From an optimization exercise on the open Yosys and OpenROAD flow, aimed at small area, a short achievable clock period and few clock cycles per item; shortcuts taken in it are not production practice.
Only simulation tests tie the RTL to the original design; equivalence was not proved.
Power figures rest on the tool's default switching activity, not on a simulated workload.

==> inputs of wip/lagoon <==
## cvt_top
module cvt_top (
	input  logic                      clk,
	input  logic                      reset,
	input  logic [64-1:0] din_data,
	input  logic                      din_empty_n,
	output logic                      din_read,
	input  logic                      dout_full_n,
	output logic [64-1:0] dout_data,
	output logic                      dout_last,
	output logic                      dout_write
);
Settings: LEC_CHECK=0, ABC_CLOCK_PERIOD_IN_PS=2700, CAP_MARGIN=20, CORE_MARGIN=2, CORE_UTILIZATION=55, SETUP_SLACK_MARGIN=3.3, SLEW_MARGIN=20; clock period 6.0 ns.
run.sh (not shown) runs the stock make flow with config.mk's settings and CLKGATE_MAP_FILE= SYNTH_SCRIPT=/design/flow/synth_recipe.tcl, a recipe that flattens the netlist after the stock synthesis.
==> inputs of wip/harbor, as changes to wip/lagoon <==
==> flow/design.v (replaced) <==
`timescale 1ns/1ps
package cvt_types_pkg;
	typedef enum logic [2:0] {
		IDLE,
		CFG_READ,      
		STORE,         
		SORT,          
		OUTPUT,        
		CLEAR_CNT      
	} cvt_state_e;
	typedef enum logic [31:0] {
		MODE_CHANNEL_MAJOR = 32'd1,    
		MODE_ROW_MAJOR     = 32'd2     
	} cvt_mode_e;
endpackage
`timescale 1ns/1ps
package cvt_cfg_pkg;
	typedef logic [31:0] cfg_field_t;
	typedef struct packed {
		logic [31:0] mode;          
		cfg_field_t ch_step;         
		cfg_field_t chpart_step;     
		cfg_field_t ch_part_num;     
	} cvt_cfg_t;
endpackage
`timescale 1ns/1ps
module cvt_top (
	input  logic                      clk,
	input  logic                      reset,
	input  logic [64-1:0] din_data,
	input  logic                      din_empty_n,
	output logic                      din_read,
	input  logic                      dout_full_n,
	output logic [64-1:0] dout_data,
	output logic                      dout_last,
	output logic                      dout_write
);
	localparam int W  = 64;
	localparam int N  = 32;    
	localparam int RP = 30;                 
	typedef struct packed {
		logic       cm;     
		logic [3:0] cs;     
		logic [3:0] ps;     
		logic       p2;     
	} cfg_t;
	typedef struct packed {
		logic        bank;
		logic [2:0]  bsel;       
		logic [31:0] addr;       
		logic [15:0] csel;       
	} bsel_t;
	function automatic logic [31:0] lane_base(input logic [3:0] cs);
		for (int k = 0; k < 8; k++) begin
			lane_base[4*k +: 4] = 4'(k * cs);
		end
	endfunction
	function automatic logic [31:0] lane_add(input logic [31:0] a, input logic [3:0] ps);
		for (int k = 0; k < 8; k++) begin
			lane_add[4*k +: 4] = a[4*k +: 4] + ps;
		end
	endfunction
	logic [5:0]   nxt;          
	logic [4:0]   ph;           
	logic [4:0]   in_base;      
	logic [5:0]   in_cnt;       
	logic         in_full;      
	logic         a_cm;         
	logic         ld_hit;       
	logic         load;         
	logic         take;
	logic         ins;          
	logic         ins0;         
	logic         tl;           
	logic         w0_ok;
	logic         ow_ok;
	logic         rd_if_take;
	logic         rd_if_not;
	logic [4:0]   slot_head;    
	logic [4:0]   slot_want;    
	logic [5:0]   nxt_w;
	logic [W-1:0] ring [N];
	cfg_t         cfg_in;
	cfg_t         cfg_a;
	cfg_t         cfg_b;
	cfg_t         cfg_ld;
	logic         rd_active;
	logic [4:0]   rd_base;
	logic [4:0]   rd_ph;        
	logic [5:0]   rd_cnt;       
	logic         rd_is_in;     
	logic         rm_pend;      
	logic         rd_hit;       
	logic         rd_avail;     
	logic         rd_go;
	logic         pickup;
	logic [4:0]   ow_word;      
	logic [4:0]   ph1;          
	logic [4:0]   rd_ph0;       
	logic [5:0]   rd_cnt1;      
	logic [5:0]   in_cnt_n;     
	logic         b_full;
	logic [4:0]   e;
	logic         out_rdy;
	logic         s_adv;
	logic         issue;
	assign take  = din_read & din_empty_n;
	assign ph1      = ph + 5'd1;
	assign rd_ph0   = in_base + 5'd31;    
	assign rd_cnt1  = rd_cnt + 6'd1;
	assign in_cnt_n = in_cnt + {5'd0, ins};
	assign ins   = take & (nxt >= 6'd2);
	assign ins0  = take & (nxt == 6'd2);
	assign tl    = take & (nxt == 6'd33);
	assign slot_head = ph1;
	assign nxt_w     = nxt - 6'd2;
	assign slot_want = in_base + nxt_w[4:0];
	assign ow_word   = slot_head - rd_base;
	assign ow_ok   = ~rd_active | rd_is_in | ({1'b0, ow_word} < rd_cnt)
		| (({1'b0, ow_word} == rd_cnt) & rd_go);
	assign w0_ok   = (~a_cm | load) & ~rm_pend & ow_ok;
	always_comb begin
		if (nxt < 6'd2) begin
			rd_if_not = 1'b1;
		end else if (nxt == 6'd2) begin
			rd_if_not = w0_ok;
		end else begin
			rd_if_not = ow_ok & (slot_head == slot_want);
		end
		if (nxt == 6'd1) begin
			rd_if_take = w0_ok;
		end else if ((nxt >= 6'd2) && (nxt <= 6'd32)) begin
			rd_if_take = ow_ok;
		end else begin
			rd_if_take = 1'b1;
		end
	end
	always_ff @(posedge clk or posedge reset) begin
		if (reset) begin
			din_read <= 1'b0;
			nxt      <= '0;
			ph       <= '0;
			in_base  <= '0;
			in_cnt   <= '0;
			in_full  <= 1'b0;
			a_cm     <= 1'b0;
			ld_hit   <= 1'b0;
		end else begin
			din_read <= take ? rd_if_take : rd_if_not;
			if (take) nxt <= (nxt == 6'd33) ? 6'd0 : nxt + 6'd1;
			ph       <= ph + 5'd1;
			if (ins0) in_base <= ph;
			if (ins)  in_cnt  <= nxt - 6'd1;
			if (ins0) begin
				in_full <= 1'b0;
			end else if (tl) begin
				in_full <= 1'b1;
			end
			if (load) begin
				a_cm <= 1'b0;
			end else if (take & (nxt == 6'd2) & cfg_in.cm) begin
				a_cm <= 1'b1;
			end
			ld_hit <= (ph1 == in_base);
		end
	end
	always_ff @(posedge clk) begin
		if (take & (nxt == 6'd0)) begin
			cfg_in.cm <= (din_data[W-1 -: 32] == 32'd1);
			cfg_in.cs <= din_data[3:0];
		end
		if (take & (nxt == 6'd1)) begin
			cfg_in.ps <= din_data[35:32];
			cfg_in.p2 <= (din_data[31:0] == 32'd2);
		end
		if (tl) cfg_a <= cfg_in;
		if (load) cfg_b <= cfg_ld;
	end
	always_ff @(posedge clk) begin
		ring[0] <= ins ? din_data : ring[N-1];
		for (int p = 1; p < N; p++) begin
			ring[p] <= ring[p-1];
		end
	end
	assign rd_go  = rd_active & s_adv & ~b_full & rd_hit & rd_avail;
	assign pickup = ~rd_active & rm_pend;
	always_ff @(posedge clk or posedge reset) begin
		if (reset) begin
			rd_active <= 1'b0;
			rd_base   <= '0;
			rd_ph     <= '0;
			rd_cnt    <= '0;
			rd_is_in  <= 1'b0;
			rm_pend   <= 1'b0;
			rd_hit    <= 1'b0;
			rd_avail  <= 1'b0;
		end else begin
			if (pickup) begin
				rd_active <= 1'b1;
				rd_base   <= in_base;
				rd_ph     <= rd_ph0;
				rd_cnt    <= '0;
				rd_is_in  <= ~in_full & ~tl;
				rm_pend   <= 1'b0;
				rd_hit    <= (ph1 == rd_ph0);
				rd_avail  <= in_full | tl | (in_cnt != 6'd0) | ins;
			end else begin
				if (ins0 & ~cfg_in.cm) rm_pend <= 1'b1;
				if (tl) rd_is_in <= 1'b0;
				if (rd_go) begin
					rd_ph  <= rd_ph + 5'd1;
					rd_cnt <= rd_cnt1;
					if (rd_cnt == 6'd31) rd_active <= 1'b0;
					rd_hit   <= (ph == rd_ph);
					rd_avail <= ~rd_is_in | tl | (rd_cnt1 < in_cnt_n);
				end else begin
					rd_hit   <= (ph1 == rd_ph);
					rd_avail <= ~rd_is_in | tl | (rd_cnt < in_cnt_n);
				end
			end
		end
	end
	logic [W-1:0] bmem [N];
	logic [7:0]   bbyte [N][8];    
	bsel_t        nb;           
	bsel_t        nb_n;
	logic [4:0]   e1;
	logic [31:0]  kc0;          
	logic [31:0]  kc1;          
	logic [7:0]   colb [16];    
	logic         s_vld;
	logic         s_last;
	logic [7:0]   s_colb [16];
	logic [31:0]  s_addr;
	assign load   = a_cm & ld_hit & in_full & ~b_full;
	assign cfg_ld = cfg_a;
	always_ff @(posedge clk) begin
		if (load) begin
			for (int j = 0; j < N; j++) begin
				bmem[j] <= ring[N-1-j];
			end
		end
	end
	assign out_rdy = ~dout_write | dout_full_n;
	assign s_adv   = ~s_vld | out_rdy;
	assign issue   = s_adv & b_full;
	assign e1 = e + 5'd1;
	always_comb begin
		logic part;
		logic col;
		part = 1'b0;
		col  = 1'b0;
		if (load) begin
			nb_n.bank = 1'b0;
			nb_n.bsel = 3'd0;
			nb_n.addr = lane_base(cfg_ld.cs);
			nb_n.csel = 16'd1;
		end else begin
			if (cfg_b.p2) begin
				part      = e1[0];
				nb_n.bank = e1[1];
				nb_n.bsel = e1[4:2];
				col       = 1'b0;
			end else begin
				part      = 1'b0;
				nb_n.bank = e1[0];
				nb_n.bsel = e1[3:1];
				col       = e1[4];
			end
			for (int k = 0; k < 8; k++) begin
				nb_n.addr[4*k +: 4] = (part ? kc1[4*k +: 4] : kc0[4*k +: 4]) + {3'd0, col};
			end
			nb_n.csel = 16'd1 << {nb_n.bank, nb_n.bsel};
		end
	end
	always_comb begin
		for (int j = 0; j < N; j++) begin
			for (int b = 0; b < 8; b++) bbyte[j][b] = bmem[j][W-1 - 8*b -: 8];
		end
		for (int a = 0; a < 16; a++) begin
			colb[a] = '0;
			for (int c = 0; c < 16; c++) begin
				colb[a] = colb[a] | ({8{nb.csel[c]}} & bbyte[{c[3], 4'(a)}][c[2:0]]);
			end
		end
	end
	always_ff @(posedge clk or posedge reset) begin
		if (reset) begin
			b_full <= 1'b0;
			e      <= '0;
			s_vld  <= 1'b0;
			s_last <= 1'b0;
		end else begin
			if (load) begin
				b_full <= 1'b1;
				e      <= '0;
			end else if (issue) begin
				e <= e + 5'd1;
				if (e == 5'd31) b_full <= 1'b0;    
			end
			if (issue) begin
				s_vld  <= 1'b1;
				s_last <= (e == 5'd31);
			end else if (rd_go) begin
				s_vld  <= 1'b1;
				s_last <= (rd_cnt == 6'd31);
			end else if (s_adv) begin
				s_vld  <= 1'b0;
			end
		end
	end
	always_ff @(posedge clk) begin
		if (load | issue) nb <= nb_n;
		if (load) begin
			kc0 <= lane_base(cfg_ld.cs);
			kc1 <= lane_add(lane_base(cfg_ld.cs), cfg_ld.ps);
		end
		if (issue) begin
			for (int a = 0; a < 16; a++) s_colb[a] <= colb[a];
			s_addr <= nb.addr;
		end else if (rd_go) begin
			for (int a = 0; a < 8; a++) s_colb[a] <= ring[RP][W-1 - 8*a -: 8];
			s_addr <= 32'h7654_3210;
		end
	end
	logic [W-1:0] g_cm;
	always_comb begin
		for (int k = 0; k < 8; k++) begin
			g_cm[W-1 - 8*k -: 8] = s_colb[s_addr[4*k +: 4]];
		end
	end
	always_ff @(posedge clk or posedge reset) begin
		if (reset) begin
			dout_write <= 1'b0;
			dout_last  <= 1'b0;
		end else if (out_rdy) begin
			dout_write <= s_vld;
			dout_last  <= s_last;
		end
	end
	always_ff @(posedge clk or posedge reset) begin
		if (reset) begin
			dout_data <= '0;
		end else if (out_rdy & s_vld) begin
			dout_data <= g_cm;
		end
	end
endmodule
- CORE_UTILIZATION: 55 -> 60
- CTS_CLUSTER_DIAMETER: not set -> 70
- CTS_CLUSTER_SIZE: not set -> 25
- TNS_END_PERCENT: not set -> 20
==> inputs of wip/xenon, as changes to wip/lagoon <==
--- a/flow/design.v
+++ b/flow/design.v
@@ -45,38 +45,23 @@
 		logic       p2;     
 	} cfg_t;
 	typedef struct packed {
 		logic        bank;
 		logic [2:0]  bsel;       
 		logic [31:0] addr;       
 	} bsel_t;
-	function automatic logic [35:0] beat_sel(input logic [4:0] e, input logic p2,
-		input logic [3:0] cs, input logic [3:0] ps);
-		logic       part;
-		logic       col;
-		logic       bank;
-		logic [2:0] bsel;
-		logic [3:0] kcs;
-		logic [31:0] addr;
-		if (p2) begin
-			part = e[0];
-			bank = e[1];
-			bsel = e[4:2];
-			col  = 1'b0;
-		end else begin
-			part = 1'b0;
-			bank = e[0];
-			bsel = e[3:1];
-			col  = e[4];
+	function automatic logic [31:0] lane_base(input logic [3:0] cs);
+		for (int k = 0; k < 8; k++) begin
+			lane_base[4*k +: 4] = 4'(k * cs);
 		end
+	endfunction
+	function automatic logic [31:0] lane_add(input logic [31:0] a, input logic [3:0] ps);
 		for (int k = 0; k < 8; k++) begin
-			kcs = 4'(k * cs);
-			addr[4*k +: 4] = kcs + (part ? ps : 4'd0) + {3'd0, col};
+			lane_add[4*k +: 4] = a[4*k +: 4] + ps;
 		end
-		beat_sel = {bank, bsel, addr};
 	endfunction
 	logic [W-1:0] din_q;        
 	logic         din_is1;      
 	logic         din_is2;      
 	logic         tk_q;         
 	logic [4:0]   wq;           
 	logic         tl_q;         
@@ -199,31 +184,25 @@
 				a_cm <= 1'b0;
 			end else if (take & (nxt == 6'd2) & cfg_in.cm) begin
 				a_cm <= 1'b1;
 			end
 			ld_hit <= (ph2 == in_base);
 		end
 	end
-	always_ff @(posedge clk or posedge reset) begin
-		if (reset) begin
-			cfg_in <= '0;
-			cfg_a  <= '0;
-			cfg_b  <= '0;
-		end else begin
-			if (tk_c0_q) begin
-				cfg_in.cm <= din_is1;
-				cfg_in.cs <= din_q[3:0];
-			end
-			if (tk_c1_q) begin
-				cfg_in.ps <= din_q[35:32];
-				cfg_in.p2 <= din_is2;
-			end
-			if (tl_q) cfg_a <= cfg_in;
-			if (load) cfg_b <= cfg_ld;
+	always_ff @(posedge clk) begin
+		if (tk_c0_q) begin
+			cfg_in.cm <= din_is1;
+			cfg_in.cs <= din_q[3:0];
+		end
+		if (tk_c1_q) begin
+			cfg_in.ps <= din_q[35:32];
+			cfg_in.p2 <= din_is2;
 		end
+		if (tl_q) cfg_a <= cfg_in;
+		if (load) cfg_b <= cfg_ld;
 	end
 	always_ff @(posedge clk) begin
 		ring[0] <= ins ? din_q : ring[N-1];
 		for (int p = 1; p < N; p++) begin
 			ring[p] <= ring[p-1];
 		end
 	end
@@ -262,16 +241,20 @@
 					rd_hit   <= (ph1 == rd_ph);
 					rd_avail <= ~rd_is_in | tl_q | (rd_cnt < in_cnt_n);
 				end
 			end
 		end
 	end
 	logic [W-1:0] bmem [N];
+	logic [7:0]   bbyte [N][8];    
 	bsel_t        nb;           
 	bsel_t        nb_n;
+	logic [4:0]   e1;
+	logic [31:0]  kc0;          
+	logic [31:0]  kc1;          
 	logic [7:0]   colb [16];    
 	logic         s_vld;
 	logic         s_last;
 	logic [7:0]   s_colb [16];
 	logic [31:0]  s_addr;
 	assign load   = a_cm & ld_hit & (tl_q | in_full) & ~b_full;
 	assign cfg_ld = tl_q ? cfg_in : cfg_a;
@@ -282,49 +265,80 @@
 			end
 			bmem[N-1] <= ins ? din_q : ring[N-1];
 		end
 	end
 	assign out_rdy = ~dout_write | dout_full_n;
 	assign s_adv   = ~s_vld | out_rdy;
 	assign issue   = s_adv & b_full;
-	assign nb_n    = load ? beat_sel(5'd0, cfg_ld.p2, cfg_ld.cs, cfg_ld.ps)
-	                      : beat_sel(e + 5'd1, cfg_b.p2, cfg_b.cs, cfg_b.ps);
+	assign e1 = e + 5'd1;
 	always_comb begin
+		logic part;
+		logic col;
+		part = 1'b0;
+		col  = 1'b0;
+		if (load) begin
+			nb_n.bank = 1'b0;
+			nb_n.bsel = 3'd0;
+			nb_n.addr = lane_base(cfg_ld.cs);
+		end else begin
+			if (cfg_b.p2) begin
+				part      = e1[0];
+				nb_n.bank = e1[1];
+				nb_n.bsel = e1[4:2];
+				col       = 1'b0;
+			end else begin
+				part      = 1'b0;
+				nb_n.bank = e1[0];
+				nb_n.bsel = e1[3:1];
+				col       = e1[4];
+			end
+			for (int k = 0; k < 8; k++) begin
+				nb_n.addr[4*k +: 4] = (part ? kc1[4*k +: 4] : kc0[4*k +: 4]) + {3'd0, col};
+			end
+		end
+	end
+	always_comb begin
+		for (int j = 0; j < N; j++) begin
+			for (int b = 0; b < 8; b++) bbyte[j][b] = bmem[j][W-1 - 8*b -: 8];
+		end
 		for (int a = 0; a < 16; a++) begin
-			colb[a] = bmem[{nb.bank, 4'(a)}][W-1 - 8*nb.bsel -: 8];
+			colb[a] = bbyte[{nb.bank, 4'(a)}][nb.bsel];
 		end
 	end
 	always_ff @(posedge clk or posedge reset) begin
 		if (reset) begin
 			b_full <= 1'b0;
 			e      <= '0;
 			s_vld  <= 1'b0;
 			s_last <= 1'b0;
-			nb     <= '0;
 		end else begin
 			if (load) begin
 				b_full <= 1'b1;
 				e      <= '0;
 			end else if (issue) begin
 				e <= e + 5'd1;
 				if (e == 5'd31) b_full <= 1'b0;    
 			end
-			if (load | issue) nb <= nb_n;
 			if (issue) begin
 				s_vld  <= 1'b1;
 				s_last <= (e == 5'd31);
 			end else if (rd_go) begin
 				s_vld  <= 1'b1;
 				s_last <= (rd_cnt == 6'd31);
 			end else if (s_adv) begin
 				s_vld  <= 1'b0;
 			end
 		end
 	end
 	always_ff @(posedge clk) begin
+		if (load | issue) nb <= nb_n;
+		if (load) begin
+			kc0 <= lane_base(cfg_ld.cs);
+			kc1 <= lane_add(lane_base(cfg_ld.cs), cfg_ld.ps);
+		end
 		if (issue) begin
 			for (int a = 0; a < 16; a++) s_colb[a] <= colb[a];
 			s_addr <= nb.addr;
 		end else if (rd_go) begin
 			for (int a = 0; a < 8; a++) s_colb[a] <= ring[RP][W-1 - 8*a -: 8];
 			s_addr <= 32'h7654_3210;
 		end
@@ -340,13 +354,15 @@
 			dout_write <= 1'b0;
 			dout_last  <= 1'b0;
 		end else if (out_rdy) begin
 			dout_write <= s_vld;
 			dout_last  <= s_last;
 		end
 	end
-	always_ff @(posedge clk) begin
-		if (out_rdy & s_vld) begin
+	always_ff @(posedge clk or posedge reset) begin
+		if (reset) begin
+			dout_data <= '0;
+		end else if (out_rdy & s_vld) begin
 			dout_data <= g_cm;
 		end
 	end
 endmodule
- CTS_CLUSTER_DIAMETER: not set -> 80
- CTS_CLUSTER_SIZE: not set -> 30
- SETUP_SLACK_MARGIN: 3.3 -> 3.4
==> qor.txt <==
fin util: 65.2%
mux contribution to synthesized area: 10.0%
worst setup path category: register to output pin
mapped cell area: 145000 um^2
tap cells: 3515
Finished Layout Cells: 12900
Post-CTS Setup Bufs: 102
dpl cells: 11800
status: finished clean
Cell variety after synth: 80
CLK BUF: 598
That was wip/lagoon.
==> qor.txt <==
Switch Pwr: 38.6 mW
dpl cells: 12500
status: finished clean
Finished Layout Cells: 13400
Cell variety after synth: 93
clk slew on worst S/H paths: 0.12 ns
clock skew: 0.0569 ns
mux contribution to synthesized area: 4.41%
tap cells: 3515
Post-CTS Setup Bufs: 265
met3 routed WL: 88.5 mm
area of the multi-input gates: 31600 um^2
mapped cell area: 146000 um^2
number of antenna violations at the first check in global routing: 94
DRC: 0
leak pwr: 59.5 nW
Clock buf/inv share: 3.40%
That was wip/xenon.
==> qor.txt <==
status: finished clean
met2 track demand over resource: 52.9%
post-route ant nets: 0
setup TNS: 0 ns
Finished Layout Cells: 11900
Synth Area in Simple Gates: 3.80%
most frequent cells after synthesis: 2289 x edfxtp_1, 2048 x dfxtp_1, 405 x a221oi_1
tap cells: 3043
dpl cells: 11300
worst min-delay path class: register to register
Max Fclk: 0.346 GHz
fin util: 66.2%
clock skew: 0.0818 ns
CLK BUF: 352
layout sequential cell count: 4458
mux contribution to synthesized area: 2.07%
clock root cell: clkbuf_16
Non-clk invs: 92
largest class: flip-flops and latches
vias in the first global route: 74500
worst setup path category: input port to register
That was wip/harbor.
Testbench counts of wip/lagoon, summed over its fixed seeds: cycles 3,550, frames 96.
Testbench counts of wip/harbor, summed over its fixed seeds: cycles 3,550, frames 96.
Testbench counts of wip/xenon, summed over its fixed seeds: cycles 3,550, frames 96.

[port drivers added, routing unchanged]
Ports are ideal in the flow. The routed layouts listed here were re-timed in OpenROAD. Step 1 sets driving cells, clkbuf_16 on the clock port and buf_2 on the other inputs (assumed; they add their load-dependent delay and slew). Step 2, shift: input delay + t, output delay - t, t = (earliest + latest rising clock arrival at the registers) / 2. This alone moves slack from input paths to output paths. Three values: ideal ports, drivers, drivers and shift; two values: the first two.
run | t, ns | setup WS [ns] | worst setup path after step 2 | worst register clock-pin slew, ns | pins driven straight from the clock port
wip/lagoon | 1.026 | 3.040 / 2.950 / 2.369 | input to register | 0.07 / 0.07 | 1
wip/harbor | 0.976 | 3.108 / 3.082 / 2.170 | input to register | 0.10 / 0.10 | 1
wip/xenon | 1.046 | 3.118 / 3.118 / 2.337 | input to register | 0.12 / 0.12 | 1
After both steps every run listed still meets setup and hold. The setup slack of wip/harbor, which loses most, moves by -0.026 ns with the drivers and by -0.938 ns with both steps.
